This is an optimization exercise on Yosys and OpenROAD, whose aim is small area, not a production implementation. Only simulation tests tie the RTL to the original design; equivalence was not proved.

==> flow/design.v <==
`timescale 1ns/1ps
package viterbi_pkg;
  localparam int CONSTRAINT_LEN = 7;
  localparam int NUM_STATES = 2 ** (CONSTRAINT_LEN - 1);
  localparam logic [CONSTRAINT_LEN-1:0] POLY_G0 = 7'o171;
  localparam logic [CONSTRAINT_LEN-1:0] POLY_G1 = 7'o133;
  localparam int METRIC_W = 20;
  localparam int PM_W = 13;
  localparam int HI_W = METRIC_W - PM_W;
  typedef logic [7:0] soft_t;
  localparam int BM_W = 9;
  typedef logic [BM_W-1:0] branch_metric_t;
  typedef logic [METRIC_W-1:0] metric_t;
  typedef logic [PM_W-1:0] pm_t;
  typedef logic [CONSTRAINT_LEN-2:0] state_t;
  typedef logic [NUM_STATES-1:0] decision_vec_t;
  localparam soft_t SOFT_MAX = 8'd255;
  function automatic logic [1:0] expected_code(state_t state, logic bit_in);
    logic [CONSTRAINT_LEN-1:0] word;
    word = {bit_in, state};
    expected_code = {^(word & POLY_G1), ^(word & POLY_G0)};
  endfunction
endpackage
`timescale 1ns/1ps
module acs_unit (
  input  viterbi_pkg::pm_t            metric_p0_i,
  input  viterbi_pkg::pm_t            metric_p1_i,
  input  viterbi_pkg::branch_metric_t branch_p0_i,
  input  viterbi_pkg::branch_metric_t branch_p1_i,
  output viterbi_pkg::pm_t            next_metric_o,
  output logic                        decision_o
);
  localparam int PM_W = viterbi_pkg::PM_W;
  localparam int BM_W = viterbi_pkg::BM_W;
  viterbi_pkg::pm_t cand_p0;
  viterbi_pkg::pm_t cand_p1;
  logic [PM_W:0]    cy0;
  logic [PM_W:0]    cy1;
  logic [PM_W-1:0]  cyc;
  always_comb begin
    cy0[0] = 1'b0;
    cy1[0] = 1'b0;
    for (int b = 0; b < PM_W; b++) begin
      if (b < BM_W) begin
        cand_p0[b] = metric_p0_i[b] ^ branch_p0_i[b] ^ cy0[b];
        cy0[b+1]   = (metric_p0_i[b] & branch_p0_i[b]) | (cy0[b] & (metric_p0_i[b] ^ branch_p0_i[b]));
        cand_p1[b] = metric_p1_i[b] ^ branch_p1_i[b] ^ cy1[b];
        cy1[b+1]   = (metric_p1_i[b] & branch_p1_i[b]) | (cy1[b] & (metric_p1_i[b] ^ branch_p1_i[b]));
      end else begin
        cand_p0[b] = metric_p0_i[b] ^ cy0[b];
        cy0[b+1]   = metric_p0_i[b] & cy0[b];
        cand_p1[b] = metric_p1_i[b] ^ cy1[b];
        cy1[b+1]   = metric_p1_i[b] & cy1[b];
      end
    end
  end
  always_comb begin
    cyc[0] = 1'b1;
    for (int b = 0; b < PM_W-1; b++) begin
      cyc[b+1] = (cand_p1[b] & ~cand_p0[b]) | (cyc[b] & (cand_p1[b] | ~cand_p0[b]));
    end
  end
  assign decision_o    = cand_p1[PM_W-1] ^ ~cand_p0[PM_W-1] ^ cyc[PM_W-1];
  assign next_metric_o = decision_o ? cand_p1 : cand_p0;
endmodule
`timescale 1ns/1ps
module metric_normalizer (
  input  logic                 clk,
  input  logic                 sys_rst,
  input  logic [viterbi_pkg::NUM_STATES-1:0] msb_i,      
  input  logic [viterbi_pkg::NUM_STATES-1:0] msb2_i,     
  input  viterbi_pkg::pm_t     state0_lo_i,              
  input  viterbi_pkg::pm_t     state0_next_lo_i,         
  input  logic                 update_i,
  output logic [viterbi_pkg::HI_W-1:0] state0_hi_o,      
  output logic                 normalized_o              
);
  localparam int PM_W = viterbi_pkg::PM_W;
  localparam int HI_W = viterbi_pkg::HI_W;
  logic [HI_W-1:0] hi_norm;
  logic [HI_W-1:0] hi_next;
  logic            near;
  logic            case_a;
  logic            case_b;
  logic            any_a;
  logic            any_b;
  logic            all_above;
  logic [PM_W:0]   lo_delta;
  assign near   = ~|state0_hi_o[HI_W-2:0];
  assign case_a = near & (state0_lo_i[PM_W-1:10] == 3'b000);
  assign case_b = near & ((state0_lo_i[PM_W-1:10] == 3'b001) | (state0_lo_i[PM_W-1:10] == 3'b010));
  assign any_a  = |msb_i;
  assign any_b  = |(msb_i & msb2_i);
  assign all_above = state0_hi_o[HI_W-1] & ~(case_a & any_a) & ~(case_b & any_b);
  assign hi_norm = {state0_hi_o[HI_W-1] & ~all_above, state0_hi_o[HI_W-2:0]};
  logic [PM_W:0]   bw;
  logic [HI_W:0]   hc;
  logic            wrap_up;
  logic            wrap_dn;
  always_comb begin
    bw[0] = 1'b1;
    for (int b = 0; b < PM_W; b++) begin
      bw[b+1] = (state0_next_lo_i[b] & ~state0_lo_i[b]) | (bw[b] & (state0_next_lo_i[b] | ~state0_lo_i[b]));
    end
    lo_delta[PM_W-1] = state0_next_lo_i[PM_W-1] ^ ~state0_lo_i[PM_W-1] ^ bw[PM_W-1];
    lo_delta[PM_W]   = ~bw[PM_W];
    lo_delta[PM_W-2:0] = '0;
    wrap_up = lo_delta[PM_W] & ~lo_delta[PM_W-1];
    wrap_dn = ~lo_delta[PM_W] & lo_delta[PM_W-1];
    hc[0] = wrap_up;
    for (int b = 0; b < HI_W; b++) begin
      hi_next[b] = hi_norm[b] ^ wrap_dn ^ hc[b];
      hc[b+1]    = (hi_norm[b] & wrap_dn) | (hc[b] & (hi_norm[b] ^ wrap_dn));
    end
  end
  always_ff @(posedge clk) begin
    if (sys_rst) begin
      state0_hi_o <= '0;
      normalized_o <= 1'b0;
    end else if (update_i) begin
      state0_hi_o <= hi_next;
      normalized_o <= all_above;
    end
  end
endmodule
`timescale 1ns/1ps
module symbol_pair_collector (
  input  logic                clk,
  input  logic                sys_rst,
  input  viterbi_pkg::soft_t  soft_i,
  input  logic                soft_valid_i,
  output logic                soft_ready_o,
  output viterbi_pkg::soft_t  sym_i_o,        
  output logic                q_accept_o      
);
  logic phase_q;
  logic accept;
  assign accept     = soft_valid_i & soft_ready_o;
  assign q_accept_o = accept & phase_q;
  always_ff @(posedge clk) begin
    if (sys_rst) begin
      soft_ready_o <= 1'b0;
      phase_q <= 1'b0;
    end else begin
      soft_ready_o <= 1'b1;
      if (accept) begin
        phase_q <= ~phase_q;
      end
    end
  end
  always_ff @(posedge clk) begin
    if (accept && !phase_q) begin
      sym_i_o <= soft_i;
    end
  end
endmodule
`timescale 1ns/1ps
module branch_metric_unit (
  input  logic                        clk,
  input  viterbi_pkg::soft_t          sym_i_i,
  input  viterbi_pkg::soft_t          sym_q_i,
  input  logic                        load_i,
  output viterbi_pkg::branch_metric_t metric_00_o,
  output viterbi_pkg::branch_metric_t metric_01_o,
  output viterbi_pkg::branch_metric_t metric_10_o,
  output viterbi_pkg::branch_metric_t metric_11_o
);
  viterbi_pkg::soft_t i_one;
  assign i_one = ~sym_i_i;    
  always_comb begin
    for (int b = 0; b < viterbi_pkg::BM_W; b++) begin
      metric_11_o[b] = ~metric_00_o[b] ^ (&(metric_00_o | ~((9'd1 << b) - 9'd1)));
      metric_10_o[b] = ~metric_01_o[b] ^ (&(metric_01_o | ~((9'd1 << b) - 9'd1)));
    end
  end
  viterbi_pkg::branch_metric_t sum_00;
  viterbi_pkg::branch_metric_t sum_01;
  logic [8:0] cy_00;
  logic [8:0] cy_01;
  always_comb begin
    cy_00[0] = 1'b0;
    cy_01[0] = 1'b0;
    for (int b = 0; b < 8; b++) begin
      sum_00[b]  = sym_i_i[b] ^ sym_q_i[b] ^ cy_00[b];
      cy_00[b+1] = (sym_i_i[b] & sym_q_i[b]) | (cy_00[b] & (sym_i_i[b] ^ sym_q_i[b]));
      sum_01[b]  = i_one[b] ^ sym_q_i[b] ^ cy_01[b];
      cy_01[b+1] = (i_one[b] & sym_q_i[b]) | (cy_01[b] & (i_one[b] ^ sym_q_i[b]));
    end
    sum_00[8] = cy_00[8];
    sum_01[8] = cy_01[8];
  end
  always_ff @(posedge clk) begin
    if (load_i) begin
      metric_00_o <= sum_00;
      metric_01_o <= sum_01;
    end else begin
      metric_00_o <= metric_11_o;
      metric_01_o <= metric_10_o;
    end
  end
endmodule
`timescale 1ns/1ps
module trellis_array (
  input  logic                        clk,
  input  logic                        sys_rst,
  input  viterbi_pkg::branch_metric_t metric_00_i,
  input  viterbi_pkg::branch_metric_t metric_01_i,
  input  viterbi_pkg::branch_metric_t metric_10_i,
  input  viterbi_pkg::branch_metric_t metric_11_i,
  input  logic                        first_i,       
  input  logic                        second_i,      
  input  logic                        clear_i,       
  output viterbi_pkg::decision_vec_t  decisions_o,
  output viterbi_pkg::metric_t        state0_metric_o,
  output logic                        normalized_o
);
  localparam int PM_W  = viterbi_pkg::PM_W;
  localparam int HALF  = viterbi_pkg::NUM_STATES / 2;
  logic [viterbi_pkg::NUM_STATES*PM_W-1:0] path_metrics;
  logic [HALF*PM_W-1:0]                    first_half;
  logic [viterbi_pkg::NUM_STATES-1:0]      msb;
  logic [viterbi_pkg::NUM_STATES-1:0]      msb2;
  logic [viterbi_pkg::HI_W-1:0]            state0_hi;
  viterbi_pkg::branch_metric_t branch [4];
  assign branch[0] = metric_00_i;
  assign branch[1] = metric_01_i;
  assign branch[2] = metric_10_i;
  assign branch[3] = metric_11_i;
  for (genvar k = 0; k < HALF; k++) begin : g_unit
    localparam viterbi_pkg::state_t N = viterbi_pkg::state_t'(k);
    localparam viterbi_pkg::state_t P0 = N << 1;
    localparam viterbi_pkg::state_t P1 = P0 | viterbi_pkg::state_t'(1);
    localparam logic [1:0] CODE_P0 = viterbi_pkg::expected_code(P0, 1'b0);
    localparam logic [1:0] CODE_P1 = viterbi_pkg::expected_code(P1, 1'b0);
    viterbi_pkg::pm_t acs_metric;
    viterbi_pkg::pm_t next_metric;
    logic             decision;
    acs_unit u_acs_unit (
      .metric_p0_i   (path_metrics[P0*PM_W +: PM_W]),
      .metric_p1_i   (path_metrics[P1*PM_W +: PM_W]),
      .branch_p0_i   (branch[CODE_P0]),
      .branch_p1_i   (branch[CODE_P1]),
      .next_metric_o (acs_metric),
      .decision_o    (decision)
    );
    assign next_metric = clear_i ? '0 : acs_metric;
    always_ff @(posedge clk) begin
      first_half[k*PM_W +: PM_W] <= next_metric;
      decisions_o[k+HALF] <= decision;
      if (first_i) begin
        decisions_o[k] <= decision;
      end
    end
    always_ff @(posedge clk) begin
      if (second_i || clear_i) begin
        path_metrics[k*PM_W +: PM_W] <= first_half[k*PM_W +: PM_W];
        path_metrics[(k+HALF)*PM_W +: PM_W] <= next_metric;
      end
    end
  end
  for (genvar n = 0; n < viterbi_pkg::NUM_STATES; n++) begin : g_msb
    assign msb[n]  = path_metrics[n*PM_W + PM_W-1];
    assign msb2[n] = path_metrics[n*PM_W + PM_W-2];
  end
  metric_normalizer u_metric_normalizer (
    .clk              (clk),
    .sys_rst          (sys_rst),
    .msb_i            (msb),
    .msb2_i           (msb2),
    .state0_lo_i      (path_metrics[PM_W-1:0]),
    .state0_next_lo_i (first_half[PM_W-1:0]),
    .update_i         (second_i),
    .state0_hi_o      (state0_hi),
    .normalized_o     (normalized_o)
  );
  assign state0_metric_o = {state0_hi, path_metrics[PM_W-1:0]};
endmodule
`timescale 1ns/1ps
module viterbi_decoder (
  input  logic                       clk,
  input  logic                       sys_rst,
  input  viterbi_pkg::soft_t         soft_i,
  input  logic                       soft_valid_i,
  output logic                       soft_ready_o,
  output viterbi_pkg::decision_vec_t decisions_o,
  output logic                       decision_valid_o,
  output viterbi_pkg::metric_t       state0_metric_o,
  output logic                       normalized_o
);
  viterbi_pkg::soft_t          sym_i;
  logic                        q_accept;
  viterbi_pkg::branch_metric_t metric_00;
  viterbi_pkg::branch_metric_t metric_01;
  viterbi_pkg::branch_metric_t metric_10;
  viterbi_pkg::branch_metric_t metric_11;
  logic                        first_q;
  logic                        second_q;
  logic                        rst_q;
  logic                        clear;
  symbol_pair_collector u_symbol_pair_collector (
    .clk          (clk),
    .sys_rst      (sys_rst),
    .soft_i       (soft_i),
    .soft_valid_i (soft_valid_i),
    .soft_ready_o (soft_ready_o),
    .sym_i_o      (sym_i),
    .q_accept_o   (q_accept)
  );
  branch_metric_unit u_branch_metric_unit (
    .clk         (clk),
    .sym_i_i     (sym_i),
    .sym_q_i     (soft_i),
    .load_i      (q_accept),
    .metric_00_o (metric_00),
    .metric_01_o (metric_01),
    .metric_10_o (metric_10),
    .metric_11_o (metric_11)
  );
  always_ff @(posedge clk) begin
    if (sys_rst) begin
      first_q <= 1'b0;
      second_q <= 1'b0;
      decision_valid_o <= 1'b0;
    end else begin
      first_q <= q_accept;
      second_q <= first_q;
      decision_valid_o <= second_q;
    end
  end
  always_ff @(posedge clk) begin
    rst_q <= sys_rst;
  end
  assign clear = sys_rst | rst_q;
  trellis_array u_trellis_array (
    .clk             (clk),
    .sys_rst         (sys_rst),
    .metric_00_i     (metric_00),
    .metric_01_i     (metric_01),
    .metric_10_i     (metric_10),
    .metric_11_i     (metric_11),
    .first_i         (first_q),
    .second_i        (second_q),
    .clear_i         (clear),
    .decisions_o     (decisions_o),
    .state0_metric_o (state0_metric_o),
    .normalized_o    (normalized_o)
  );
endmodule
==> flow/flow/run.sh <==
#!/bin/bash
# The standard layout, with one change: clock tree synthesis clusters up
# to 24 flip-flops under each clkbuf_16 leaf buffer and inserts no dummy
# loads. Everything else (synthesis, floorplan, power grid, placement,
# routing) is standard.sh unchanged. Its full output goes to standard.log.
set -euo pipefail
export CTS_ARGS="-sink_clustering_enable -repair_clock_nets -dont_use_dummy_load -buf_list sky130_fd_sc_hd__clkbuf_16 -sink_clustering_size 24 -sink_clustering_max_diameter 100"
bash standard.sh > standard.log 2>&1
==> flow/standard.sh <==
#!/bin/bash
# synth_recipe.tcl (not shown) runs the flow's synth.tcl, then flattens the netlist and writes it again
# the make line also repeats each setting of config.mk as NAME=value (left out here)
make -C /OpenROAD-flow-scripts/flow DESIGN_CONFIG=/design/flow/config.mk WORK_HOME=/design/flow/orfs CLKGATE_MAP_FILE= SYNTH_SCRIPT=/design/flow/synth_recipe.tcl "${@:-finish}"
==> flow/config.mk <==
export PLATFORM = sky130hd
export DESIGN_NAME = viterbi_decoder
export DESIGN_NICKNAME = viterbi_decoder
export VERILOG_FILES = /design/flow/design.v
export SDC_FILE = /design/flow/constraint.sdc
export NUM_CORES = 4
export LEC_CHECK = 0
export CAP_MARGIN = 5
export CORE_MARGIN = 2
export CORE_UTILIZATION = 65
export SETUP_SLACK_MARGIN = 0.05
export SLEW_MARGIN = 5
==> flow/constraint.sdc <==
create_clock -name core_clock -period 7.0 [get_ports {clk}]
set_input_delay 1.4000 -clock core_clock [delete_from_list [all_inputs] [get_ports {clk}]]
set_output_delay 1.4000 -clock core_clock [all_outputs]
set_load 0.01 [all_outputs]
==> impl_metrics.ini, run 1 <==
[worst_setup_path]
setup.reg_to_reg.worst_slack_ns = 0.14
path_max_fanout = 5
arrival_ns = 7.24
critPathCaptureType = flop
crit_type = flop to flop
cp-start-kind = flop
worstPathRequired_ns = 7.38

[clock_tree]
cts.htree.levels = 3
clock-sinks = 1352
tritoncts = yes
worst_setup_hold_path_clk_slew_ns = 0.10
clock_insertion_delay_worst_skew_ns = 0.68
root_buffer_cell = clkbuf_16
cts-buffers-inserted = 66
clock_tree.buffer_depth = 3

[logic_synthesis]
yosysSeqAreaShare = 0.550
synth_seq_cells = 1352
post_synth_inst_count = 4840
synth_area_per_cell_um2 = 13.4
count_of_flip_flops_with_a_built_in_enable_after_synthesis = 874
postSynthNetCount = 5648
synth_area_mm2 = 0.0651
async_flop_share = 0
yosysWarnings = 8
synth_cell_types = 84
yosys_most_used_dff = edfxtp_1

[floorplanning]
ports_placed_on_the_boundary = 98
initial_utilization = 0.653
floorplan.die.height_um = 320
chipWidth_um = 320
die_area_mm2 = 0.103
placementRows = 116
core_region_area_mm2 = 0.0997

[placement]
place_inst = 6368
place_congestion = 0.967
placed_area_mm2 = 0.0702
dp_slack_ns = -0.268
dp_hpwl_mm = 141
portBuffers = 97

[min_path]
min-delay-path-class = flop to flop

[global_route]
grt_pass1_wl_mm = 269
grt_start_max_net_pins = 124
number_of_antenna_violations_at_the_first_check_in_global_routing = 6
grtUsageTotal = 0.372
first_global_vias = 39182
global_route.overflow_total = 0

[sta]
rsz_0062_raised_after_global_routing = true
finalMaxSlewViolations = 0
fin_skew_ns = 0.0469
fmax_mhz = 146
finalSetupViolations = 0
fin_ws_ns = 0.137
hold_slack_ns = 0.362
final_critical_path_share_of_the_clock_period = 0.980
final_tns_setup_ns = 0
worst_pin_slew_ns = 1.38
final-hold-violation-count = 0
layout_min_cycle_time_ns = 6.86
slew_headroom = 0.0729

[route]
detailedRoute.firstIterationViolations = 4612
wl_per_cell_um = 29.7
antenna_left = 0
finalWirelength_mm = 193
drt_drc_violations_left = 0
num_vias = 40928
drt_pass1_iterations = 6
post_drt_via_cell_ratio = 6.28

[finish]
post_layout_nonfiller_instances = 6521
syn_to_final_growth_pct = 13.8
layout_nets = 6029
fillerInstances = 6482
multi_input_comb_area_mm2 = 0.0288
proportion_of_layout_cells_with_a_drive_suffix_above_1 = 0.158
mostFrequentLayoutCells = edfxtp_1 (874), inv_1 (532), dfxtp_1 (475)
mostFrequentLayoutCell = edfxtp_1
final_util = 0.743
final_area_mm2 = 0.0741
final-seq-area_mm2 = 0.0358

[job]
cap_viol_max_count = 0

[status]
run_status = finished clean
kinds of logic after synthesis:
logic type | Yosys count | share of synthesized area
multiplexers | 78 | 0.0121
AO/OA/AOI/OAI | 798 | 0.0856
adder cells (fa/ha/maj) | 894 | 0.230
XOR/XNOR | 142 | 0.0196
buffers and inverters | 662 | 0.0388
flip-flops | 1352 | 0.550
AND/OR/NAND/NOR | 914 | 0.0637
area by class of cell:
cell class,count,area share
Sequential cell,1352,0.483
Antenna cell,4,0.000135
Clock buffer,66,0.0223
Inverter,557,0.0284
Timing Repair Buffer,411,0.0557
Tap cell,1298,0.0219
Multi-Input combinational cell,2833,0.388
registers in the layout (all words and copies together), names as in the netlist:
signal,flops
u_branch_metric_unit.metric_00_o,9
u_symbol_pair_collector.soft_ready_o,1
second_q,1
u_trellis_array.decisions_o,64
u_branch_metric_unit.metric_01_o,9
u_symbol_pair_collector.sym_i_o,8
rst_q,1
decision_valid_o,1
first_q,1
u_symbol_pair_collector.phase_q,1
u_trellis_array.first_half,416
u_trellis_array.path_metrics,832
u_trellis_array.u_metric_normalizer.state0_hi_o,7
u_trellis_array.u_metric_normalizer.normalized_o,1
cells in the mapped netlist (80+ instances only):
| cell type | count | area share |
|---|---|---|
| ha_1 | 264 | 0.051 |
| nand2_1 | 222 | 0.013 |
| nand3_1 | 94 | 0.0072 |
| a21oi_1 | 161 | 0.012 |
| edfxtp_1 | 874 | 0.40 |
| xnor2_1 | 80 | 0.011 |
| fa_1 | 533 | 0.16 |
| inv_1 | 557 | 0.032 |
| nor2_1 | 354 | 0.020 |
| o21ai_0 | 118 | 0.0091 |
| dfxtp_1 | 478 | 0.15 |
| a211oi_1 | 161 | 0.019 |
worst max-delay path: stages, from the launching register on:
cell,delay [ns]
edfxtp_1,0.47
ha_4,0.32
clkinvlp_4,0.08
buf_4,0.20
fa_2,0.40
fa_1,0.39
fa_1,0.39
fa_1,0.39
fa_1,0.39
fa_2,0.35
fa_1,0.36
inv_1,0.07
fa_1,0.16
inv_1,0.04
ha_1,0.31
inv_1,0.06
a222oi_1,0.30
a21oi_1,0.14
maj3_1,0.38
maj3_2,0.36
xnor2_4,0.21
mux2i_1,0.13
buf_4,0.15
nor2_1,0.51
repair_timing:
item / CTS / global route
pin swaps: 1 / 41
setup buffers: 4 / 53
hold buffers: 0 / 0
setup endpoints to repair: 102 / 564
resized for setup: 29 / 243
cloned: 0 / 26
per-layer routing:
layer	share of wire	track usage
met5	0.00016	0
met4	0.072	0.208
met3	0.093	0.0754
met2	0.46	0.576
met1	0.38	0.500
worst paths after layout:
kind / startpoint / endpoint / cells after the start
worst max-delay path: u_branch_metric_unit.metric_01_o[0] / u_trellis_array.path_metrics[737] / 23
worst max register to register: u_branch_metric_unit.metric_01_o[0] / u_trellis_array.path_metrics[737] / 23
worst min register to register: u_trellis_array.first_half[399] / u_trellis_array.path_metrics[399] / 0
worst min-delay path: u_trellis_array.first_half[399] / u_trellis_array.path_metrics[399] / 0
==> run 2: changes to the inputs <==
--- a/flow/design.v
+++ b/flow/design.v
@@ -209,3 +209,2 @@
   input  viterbi_pkg::branch_metric_t metric_11_i,
-  input  logic                        first_i,       
   input  logic                        second_i,      
@@ -249,5 +248,3 @@
       decisions_o[k+HALF] <= decision;
-      if (first_i) begin
-        decisions_o[k] <= decision;
-      end
+      decisions_o[k] <= decisions_o[k+HALF];
     end
@@ -340,3 +337,2 @@
     .metric_11_i     (metric_11),
-    .first_i         (first_q),
     .second_i        (second_q),
==> run 2 against run 1 <==
Sequential share of layout area up 0.25 points. First-iteration DRC count up 10%. Via count up 1.8%. Sequential cell count unchanged. Worst hold slack worse by 0.015 ns. Final area down 1.4%. Synthesized cell count up 0.50%. Fmax down 0.44%. Critical endpoint is now u_trellis_array.path_metrics[748].
==> impl_metrics.ini, run 2 <==
[global_route]
first_global_vias = 40421
global_route.overflow_total = 0
number_of_antenna_violations_at_the_first_check_in_global_routing = 4
grt_start_max_net_pins = 132
grtUsageTotal = 0.384
grt_pass1_wl_mm = 275

[clock_tree]
clock_insertion_delay_worst_skew_ns = 0.69
ctsHoldBuffers = 0
cts.htree.levels = 3
clock-sinks = 1352
root_buffer_cell = clkbuf_16
tritoncts = yes
worst_setup_hold_path_clk_slew_ns = 0.10
cts-buffers-inserted = 66
clock_tree.buffer_depth = 3

[logic_synthesis]
yosys_most_used_dff = edfxtp_1
async_flop_share = 0
post_synth_top_area_share = 0.390
synth_seq_cells = 1352
yosysSeqAreaShare = 0.548
yosysWarnings = 8
yosysTopAreaCell = edfxtp_1
synth_cell_types = 79
synth_area_per_cell_um2 = 13.3
synthTopCellsByArea = edfxtp_1 (39%), fa_1 (16%), dfxtp_1 (16%), ha_1 (5.1%), inv_1 (3.2%)
postSynthNetCount = 5672
yosys.cell_count.top_type = edfxtp_1
count_of_flip_flops_with_a_built_in_enable_after_synthesis = 842
netlist_top_cells_count = edfxtp_1 (842), inv_1 (555), fa_1 (533), dfxtp_1 (510), nor2_1 (307)
synth_area_mm2 = 0.0648
post_synth_inst_count = 4864

[sta]
worst_pin_slew_ns = 1.05
finalMaxSlewViolations = 0
fmax_mhz = 145
fin_skew_ns = 0.0492
final_tns_setup_ns = 0
layout_min_cycle_time_ns = 6.89
slew_headroom = 0.297
finalSetupViolations = 0
rsz_0062_raised_after_global_routing = true
hold_slack_ns = 0.347
final-hold-violation-count = 0
final_critical_path_share_of_the_clock_period = 0.985

[worst_setup_path]
path_max_fanout = 9
arrival_ns = 7.42
cell_count_of_the_worst_reg_to_reg_path = 23
reg2reg_from = u_branch_metric_unit.metric_00_o[0]
cp-start-kind = flop
worstPathRequired_ns = 7.53
timing.rr.end = u_trellis_array.path_metrics[748]
crit_type = flop to flop
cp-startpoint = u_branch_metric_unit.metric_00_o[0]
setup.reg_to_reg.worst_slack_ns = 0.11
critPathCaptureType = flop

[floorplanning]
chipWidth_um = 320
placementRows = 115
die_area_mm2 = 0.102
floorplan.die.height_um = 320
core_region_area_mm2 = 0.0986
ports_placed_on_the_boundary = 98
initial_utilization = 0.657

[finish]
final_util = 0.741
proportion_of_layout_cells_with_a_drive_suffix_above_1 = 0.136
fillerInstances = 6567
mostFrequentLayoutCells = edfxtp_1 (842), inv_1 (532), dfxtp_1 (508)
post_layout_nonfiller_instances = 6500
largest_reg_flops = 832
top_regs = u_trellis_array.path_metrics (832), u_trellis_array.first_half (416), u_trellis_array.decisions_o (64)
largest_register = u_trellis_array.path_metrics
final-seq-area_mm2 = 0.0355
layout_nets = 6020
syn_to_final_growth_pct = 12.7
mostFrequentLayoutCell = edfxtp_1
multi_input_comb_area_mm2 = 0.0285

[route]
detailedRoute.firstIterationViolations = 5086
finalWirelength_mm = 196
drt_drc_violations_left = 0
antenna_left = 0
wl_per_cell_um = 30.2
num_vias = 41662
drt_pass1_iterations = 7
post_drt_via_cell_ratio = 6.41

[placement]
dp_hpwl_mm = 144
portBuffers = 97
place_congestion = 0.963
place_inst = 6384

[job]
cap_viol_max_count = 0

[min_path]
hold-path-endpoint = u_trellis_array.decisions_o[25]
worst_hold_startpoint = u_trellis_array.decisions_o[57]
min-delay-path-class = flop to flop
min_delay_path_depth = 0

[status]
run_status = finished clean
[run 2: cell types whose count changed after synthesis, moves of 24 or more]
cell,delta
nand2_1,+43
nor2_1,-47
dfxtp_1,+32
nand3_1,+24
a211oi_1,-50
edfxtp_1,-32
[run 2: logic make-up after synthesis]
family,count (synthesis),share of synthesized area
simple gates,936,0.0659
buf+inv,669,0.0395
fa+ha+maj,885,0.229
flops,1352,0.548
compound gates,801,0.0854
mux,81,0.0125
xor+xnor,140,0.0195
[run 2: per-stage QoR]
step                setup slack, ns  cell area, um2
CTS                          0.0535           71500
global placement             -0.143           69600
finish                        0.107           73100
floorplan                   -0.0928           65300
detailed placement           -0.276           69600
global route                 -0.101           73000
[run 2: repair_timing]
action / 4_1_cts / 5_1_grt
resized for setup: 32 / 223
setup endpoints to repair: 103 / 456
pin swaps: 1 / 41
gates cloned: 0 / 14
setup buffers: 5 / 28
[run 2: final cells by class]
type,count,area share
Timing Repair Buffer,387,0.0502
Antenna cell,3,0.000103
Inverter,555,0.0287
Clock buffer,66,0.0226
Multi-Input combinational cell,2850,0.391
Sequential cell,1352,0.486
Tap cell,1287,0.0220
[run 2: metal layers]
metal	track usage	up-vias	wire (um)
met3	0.0740	505	19800
met4	0.194	0	12800
met2	0.606	2354	91400
met5	0	-	0
met1	0.514	21078	72400
li1	-	17725	-
[run 2: worst max-delay path by stage]
| stage | endpoint | cells after the start | slack [ns] |
|---|---|---|---|
| 2_1_floorplan | u_trellis_array.path_metrics[608] | 20 | -0.09 |
| 3_3_place_gp | u_trellis_array.path_metrics[787] | 22 | -0.14 |
| 3_5_place_dp | u_trellis_array.path_metrics[784] | 22 | -0.28 |
| 4_1_cts | u_trellis_array.path_metrics[781] | 22 | 0.05 |
| 5_1_grt | u_trellis_array.first_half[30] | 24 | -0.10 |
| 6_report | u_trellis_array.path_metrics[748] | 23 | 0.11 |
[run 2: critical path: stages (launching register included)]
cell	delay, ns
edfxtp_1	0.46
ha_4	0.31
clkinvlp_4	0.16
buf_12	0.20
buf_4	0.15
fa_2	0.33
fa_1	0.41
fa_2	0.37
fa_1	0.40
fa_1	0.40
fa_1	0.40
fa_1	0.38
inv_1	0.10
fa_2	0.48
a221oi_2	0.32
o2bb2ai_1	0.14
maj3_1	0.38
maj3_2	0.37
xnor2_4	0.22
buf_12	0.14
clkbuf_16	0.14
nor2_1	0.04
a211oi_1	0.23
buf_4	0.20
==> run 3: changes to the inputs <==
--- a/flow/config.mk
+++ b/flow/config.mk
@@ -10,2 +10,3 @@
 export CORE_UTILIZATION = 65
+export GPL_ROUTABILITY_DRIVEN = 0
 export SETUP_SLACK_MARGIN = 0.05
==> run 3 against run 2 <==
Routed wire length about the same. Critical path depth up 1. Fmax rose by 0.29%. Synthesized cell count unchanged. Clock skew down 0.011 ns. Setup slack better by 0.020 ns. Critical path type unchanged.
==> impl_metrics.ini, run 3 <==
[status]
run_status = finished clean

[logic_synthesis]
synth_area_per_cell_um2 = 13.3
synth_seq_cells = 1352
synth_cell_types = 79
netlist_top_cells_count = edfxtp_1 (842), inv_1 (555), fa_1 (533), dfxtp_1 (510), nor2_1 (307)
synthTopCellsByArea = edfxtp_1 (39%), fa_1 (16%), dfxtp_1 (16%), ha_1 (5.1%), inv_1 (3.2%)
post_synth_top_area_share = 0.390
async_flop_share = 0
yosysTopAreaCell = edfxtp_1
synth_area_mm2 = 0.0648
yosysWarnings = 8
count_of_flip_flops_with_a_built_in_enable_after_synthesis = 842
yosysSeqAreaShare = 0.548
yosys_most_used_dff = edfxtp_1
yosys.cell_count.top_type = edfxtp_1
post_synth_inst_count = 4864
postSynthNetCount = 5672

[global_route]
number_of_antenna_violations_at_the_first_check_in_global_routing = 3
grt_start_max_net_pins = 142
grtUsageTotal = 0.381
grt-busiest-layer = met2
grt_pass1_wl_mm = 273
first_global_vias = 40021
met3_usage_grt = 0.0842
global_route.usage.met2 = 0.585
global_route.overflow_total = 0
met1_usage = 0.509

[worst_setup_path]
timing.rr.end = u_trellis_array.path_metrics[637]
cell_count_of_the_worst_reg_to_reg_path = 24
cp-start-kind = flop
reg2reg_from = u_branch_metric_unit.metric_00_o[0]
path_max_fanout = 18
worstPathRequired_ns = 7.40
crit_type = flop to flop
setup.reg_to_reg.worst_slack_ns = 0.13
arrival_ns = 7.27
critPathCaptureType = flop

[min_path]
min-delay-path-class = flop to flop
hold-path-endpoint = u_trellis_array.decisions_o[10]
worst_hold_startpoint = u_trellis_array.decisions_o[42]
min_delay_path_depth = 0

[sta]
layout_min_cycle_time_ns = 6.87
slew_headroom = 0.175
finalSetupViolations = 0
hold_slack_ns = 0.341
final_critical_path_share_of_the_clock_period = 0.982
finalMaxSlewViolations = 0
final_tns_setup_ns = 0
worst_pin_slew_ns = 1.24
final-hold-violation-count = 0
fmax_mhz = 145
rsz_0062_raised_after_global_routing = true
fin_skew_ns = 0.0386

[route]
wl_per_cell_um = 30.2
detailedRoute.firstIterationViolations = 5013
drt_pass1_iterations = 8
finalWirelength_mm = 197
antenna_left = 0
post_drt_via_cell_ratio = 6.37
drt_drc_violations_left = 0
num_vias = 41474

[finish]
proportion_of_layout_cells_with_a_drive_suffix_above_1 = 0.144
layout_nets = 6037
multi_input_comb_area_mm2 = 0.0286
largest_register = u_trellis_array.path_metrics
fillerInstances = 6302
mostFrequentLayoutCell = edfxtp_1
largest_reg_flops = 832
final-seq-area_mm2 = 0.0355
mostFrequentLayoutCells = edfxtp_1 (842), inv_1 (532), dfxtp_1 (508)
antenna_cells_inserted = 0
top_regs = u_trellis_array.path_metrics (832), u_trellis_array.first_half (416), u_trellis_array.decisions_o (64)
syn_to_final_growth_pct = 13.3

[clock_tree]
clock_tree.buffer_depth = 3
cts-buffers-inserted = 66
root_buffer_cell = clkbuf_16
clock_insertion_delay_worst_skew_ns = 0.69
tritoncts = yes
cts.htree.levels = 3
clock-sinks = 1352
worst_setup_hold_path_clk_slew_ns = 0.10

[floorplanning]
chipWidth_um = 320
floorplan.die.height_um = 320
ports_placed_on_the_boundary = 98
core_region_area_mm2 = 0.0986
die_area_mm2 = 0.102
initial_utilization = 0.657
placementRows = 115

[job]
cap_viol_max_count = 0

[placement]
portBuffers = 97
dp_hpwl_mm = 143
-- run 3: cell types whose count changed in the layout (fill, tap and decap cells not counted), moves of 6 or more --
| cell | delta |
|---|---|
| a211oi_2 | -13 |
| buf_4 | +9 |
| nor2_1 | -9 |
| nor2_2 | +9 |
| a211oi_1 | +8 |
| fa_1 | -7 |
| fa_2 | +7 |
| o2bb2ai_1 | +6 |
| o2bb2ai_4 | -6 |
-- run 3: worst max-delay path, cell delays in order (launching register included) --
cell        delay [ns]
edfxtp_1          0.48
ha_4              0.32
clkinvlp_4        0.18
buf_12            0.23
fa_1              0.47
fa_1              0.39
fa_1              0.39
fa_1              0.39
fa_1              0.39
fa_1              0.43
fa_2              0.41
inv_1             0.09
fa_1              0.16
inv_1             0.05
ha_1              0.18
ha_1              0.20
ha_1              0.33
nand2_1           0.13
nand2_1           0.07
a221oi_1          0.32
nor2_1            0.16
xnor2_2           0.19
buf_12            0.19
mux2i_2           0.29
nor2_1            0.09
-- run 3: cell type report --
| class | instances | share of cell area |
|---|---|---|
| Sequential cell | 1352 | 0.484 |
| Multi-Input combinational cell | 2848 | 0.390 |
| Timing Repair Buffer | 406 | 0.0532 |
| Inverter | 555 | 0.0286 |
| Clock buffer | 66 | 0.0225 |
| Tap cell | 1287 | 0.0219 |
-- run 3: worst max path at each step --
stage	slack (ns)	start	end	cells past startpoint
floorplan	-0.09	u_branch_metric_unit.metric_00_o[0]	u_trellis_array.path_metrics[608]	20
global placement	-0.15	u_branch_metric_unit.metric_01_o[0]	u_trellis_array.path_metrics[734]	23
detailed placement	-0.34	u_branch_metric_unit.metric_01_o[0]	u_trellis_array.path_metrics[734]	23
CTS	0.04	u_branch_metric_unit.metric_01_o[0]	u_trellis_array.path_metrics[704]	23
global route	-0.04	u_branch_metric_unit.metric_01_o[0]	u_trellis_array.path_metrics[517]	25
finish	0.13	u_branch_metric_unit.metric_00_o[0]	u_trellis_array.path_metrics[637]	24
-- run 3: kinds of logic (layout without fill, tap and decap cells) --
family          count (synthesis)  count (layout)  share of synthesized area
flops                        1352            1352                      0.548
simple gates                  936             936                     0.0659
fa+ha+maj                     885             885                      0.229
compound gates                801             801                     0.0854
buf+inv                       669            1027                     0.0395
xor+xnor                      140             145                     0.0195
mux                            81              81                     0.0125
-- run 3: routing by layer --
metal	vias to the layer above	part of all wire
met5	-	0.00013
met4	4	0.072
met3	556	0.11
met2	2335	0.45
met1	20830	0.37
li1	17749	-
-- run 3: repair_timing --
action | CTS | global route
pin swaps | 4 | 44
cloned | 2 | 12
hold buffers | 0 | 0
gates resized for setup | 43 | 246
setup buffers | 4 | 59
endpoints found under the setup margin | 94 | 464
-- run 3: metrics by stage --
| step | instances | setup slack [ns] | utilization | area [um2] |
|---|---|---|---|---|
| 2_1_floorplan | 4864 | -0.0928 | - | 65300 |
| 3_3_place_gp | 6371 | -0.148 | 0.706 | 69600 |
| 3_5_place_dp | 6371 | -0.341 | 0.706 | 69600 |
| 4_1_cts | 6443 | 0.0426 | 0.726 | 71500 |
| 5_1_grt | 6514 | -0.0359 | 0.745 | 73400 |
| 6_report | 6514 | 0.127 | 0.745 | 73400 |
==> run 4: changes to the inputs <==
==> flow/flow/run.sh (replaced) <==
#!/bin/bash
# The standard layout, with one change: clock tree synthesis clusters up
# to 27 flip-flops under each clkbuf_16 leaf buffer and inserts no dummy
# loads. Everything else (synthesis, floorplan, power grid, placement,
# routing) is standard.sh unchanged. Its full output goes to standard.log.
set -euo pipefail
export CTS_ARGS="-sink_clustering_enable -repair_clock_nets -dont_use_dummy_load -buf_list sky130_fd_sc_hd__clkbuf_16 -sink_clustering_size 27 -sink_clustering_max_diameter 100"
bash standard.sh > standard.log 2>&1
--- a/flow/config.mk
+++ b/flow/config.mk
@@ -9,4 +9,3 @@
 export CORE_MARGIN = 2
-export CORE_UTILIZATION = 65
-export GPL_ROUTABILITY_DRIVEN = 0
+export CORE_UTILIZATION = 70
 export SETUP_SLACK_MARGIN = 0.05
==> run 4 against run 3 <==
Routed wire length down 2.7%. Sequential share of layout area grew 0.32 points. Non-clock buffer count shrank 15. Fmax increased by 0.29%. Via count up 0.49%. Worst hold slack improved by 0.013 ns. Setup slack better by 0.020 ns. Sequential cell count is the same. Clock skew up 0.0061 ns. Largest cell class unchanged.
==> impl_metrics.ini, run 4 <==
[finish]
top_regs = u_trellis_array.path_metrics (832), u_trellis_array.first_half (416), u_trellis_array.decisions_o (64)
largest_register = u_trellis_array.path_metrics
layout_nets = 6018
fillerInstances = 5338
mostFrequentLayoutCells = edfxtp_1 (842), inv_1 (538), dfxtp_1 (508)
syn_to_final_growth_pct = 12.5
mostFrequentLayoutCell = edfxtp_1
proportion_of_layout_cells_with_a_drive_suffix_above_1 = 0.137
largest_reg_flops = 832

[sta]
slew_headroom = 0.225
rsz_0062_raised_after_global_routing = true
fin_ws_ns = 0.147
finalSetupViolations = 0
worst_pin_slew_ns = 1.16
final-hold-violation-count = 0
layout_min_cycle_time_ns = 6.85
fin_skew_ns = 0.0446
finalMaxSlewViolations = 0
final_critical_path_share_of_the_clock_period = 0.979
fmax_mhz = 146

[logic_synthesis]
synth_area_mm2 = 0.0648
yosysSeqAreaShare = 0.548
count_of_flip_flops_with_a_built_in_enable_after_synthesis = 842
post_synth_xor_area_fraction = 0.0195
yosys_most_used_dff = edfxtp_1
netlist_top_cells_count = edfxtp_1 (842), inv_1 (555), fa_1 (533), dfxtp_1 (510), nor2_1 (307)
synthTopCellsByArea = edfxtp_1 (39%), fa_1 (16%), dfxtp_1 (16%), ha_1 (5.1%), inv_1 (3.2%)
post_synth_inst_count = 4864
synth_area_per_cell_um2 = 13.3
postSynthNetCount = 5672
yosys.area_share.adder = 0.229
yosys-mux-area-fraction = 0.0125
async_flop_share = 0
yosysWarnings = 8
yosysTopAreaCell = edfxtp_1
combinational_family_with_the_most_area_after_synthesis = adder cells
post_synth_top_area_share = 0.390
synth_seq_cells = 1352
yosys.cell_count.top_type = edfxtp_1
synth_cell_types = 79
synth_compound_area_frac = 0.0854
synthSimpleGateAreaFrac = 0.0659

[worst_setup_path]
arrival_ns = 7.29
cp-start-kind = flop
crit_type = flop to flop
critPathCaptureType = flop
path_max_fanout = 11
worstPathRequired_ns = 7.44
cell_count_of_the_worst_reg_to_reg_path = 23

[floorplanning]
floorplan.die.height_um = 308
initial_utilization = 0.707
ports_placed_on_the_boundary = 98
die_area_mm2 = 0.0950
placementRows = 111
chipWidth_um = 308
core_region_area_mm2 = 0.0917

[route]
drt_pass1_iterations = 8
post_drt_via_cell_ratio = 6.52
detailedRoute.firstIterationViolations = 5439
num_vias = 41678
drt_drc_violations_left = 0
antenna_left = 0
finalWirelength_mm = 191
wl_per_cell_um = 29.9

[clock_tree]
cts.htree.levels = 2
clock_tree.buffer_depth = 3
worst_setup_hold_path_clk_slew_ns = 0.10
clock_insertion_delay_worst_skew_ns = 0.72
cts-buffers-inserted = 56
clock-sinks = 1352
root_buffer_cell = clkbuf_16
tritoncts = yes

[global_route]
grtUsageTotal = 0.403
number_of_antenna_violations_at_the_first_check_in_global_routing = 5
global_route.overflow_total = 0
first_global_vias = 40546
grt_pass1_wl_mm = 268
grt_start_max_net_pins = 130

[min_path]
min-delay-path-class = flop to flop
min_delay_path_depth = 0

[status]
run_status = finished clean

[job]
cap_viol_max_count = 0

[placement]
place_congestion = 1.09
portBuffers = 97
dp_slack_ns = -0.240
dp_hpwl_mm = 141
[run 4: cell counts after synthesis]
Identical to the previous run, type by type.
[run 4: routing by layer]
layer  up-vias  part of all wire  GRT usage
met5         -           0.00021          0
met4         6             0.080      0.248
met3       582              0.12      0.105
met2      2486              0.44      0.602
met1     20878              0.36      0.534
li1      17726                 -          -
[run 4: final cells by class]
cell class | instances | area, um2 | share of cell area
diodes | 2 | 5.00 | 0.0000686
clock buffers | 56 | 1400 | 0.0192
inverters | 555 | 2090 | 0.0287
multi-input cells | 2854 | 28700 | 0.394
flip-flops and latches | 1352 | 35500 | 0.487
well taps | 1186 | 1480 | 0.0204
repair buffers | 391 | 3730 | 0.0512
[run 4: timing repair]
item | in CTS | in global routing
endpoints found under the setup margin | 145 | 520
gates resized for setup | 49 | 233
buffers inserted | 7 | 55
hold buffers | 0 | 0
pin swaps | 6 | 55
cloned | 1 | 17
[run 4: worst max-delay path: stages (launching register included)]
cell,delay [ns]
edfxtp_1,0.50
ha_4,0.33
clkinvlp_4,0.10
buf_12,0.17
fa_2,0.44
fa_1,0.39
fa_1,0.40
fa_2,0.37
fa_2,0.38
fa_1,0.39
fa_1,0.40
inv_1,0.12
fa_1,0.49
nand2_1,0.12
o221ai_1,0.12
o31ai_2,0.29
maj3_2,0.25
a21oi_1,0.08
maj3_2,0.37
xnor2_4,0.30
buf_6,0.18
nor2_1,0.04
a21oi_1,0.17
nor2_1,0.10
[run 4: cells by family (layout without fill, tap and decap cells)]
group	Yosys count	after routing
AOI/OAI and AO/OA	801	801
adders and majority gates	885	885
DFF	1352	1352
buffers and inverters	669	1002
and+or+nand+nor	936	938
muxes	81	81
xor gates and xnor gates	140	149
other	0	2
[run 4: final timing paths]
kind                                            start                           endpoint  slack, ns
hold / removal        u_trellis_array.decisions_o[56]    u_trellis_array.decisions_o[24]       0.35
setup / recovery  u_branch_metric_unit.metric_01_o[0]  u_trellis_array.path_metrics[788]       0.15
setup reg to reg  u_branch_metric_unit.metric_01_o[0]  u_trellis_array.path_metrics[788]       0.15
hold reg to reg       u_trellis_array.decisions_o[56]    u_trellis_array.decisions_o[24]       0.35
[run 4: per-stage QoR]
step                      hold WS, ns   util  setup TNS (ns)  cells  area, um2
after global placement          0.332  0.757          -0.840   6258      69400
final                           0.353  0.795               0   6396      72900
after CTS                       0.353  0.776               0   6322      71100
after floorplan                 0.382      -          -0.371   4864      65300
after global routing            0.359  0.795          -0.230   6394      72900
after detailed placement        0.339  0.757           -4.49   6258      69400

-- static timing again, ports no longer ideal --
How much do the figures lean on ideal ports? The routed layouts below were timed once more, with nothing changed but the port constraints.
Step 1 sets driving cells, clkbuf_16 on the clock port and buf_2 on the other inputs (assumed; they add their load-dependent delay and slew).
Step 2, shift: input delay + t, output delay - t, t = (earliest + latest rising clock arrival at the registers) / 2. This alone moves slack from input paths to output paths.
Three values: ideal, step 1, step 2; two values: the first two.
run	t, ns	setup WS [ns]	worst setup path at the end	worst slew at a driven data input, ns
run 1	0.730	0.137 / 0.137 / 0.137	register to register	0.04
run 2	0.742	0.107 / 0.107 / 0.107	register to register	0.05
run 3	0.738	0.127 / 0.127 / 0.127	register to register	0.04
run 4	0.774	0.147 / 0.147 / 0.147	register to register	0.05
After both steps every run listed still meets setup and hold.
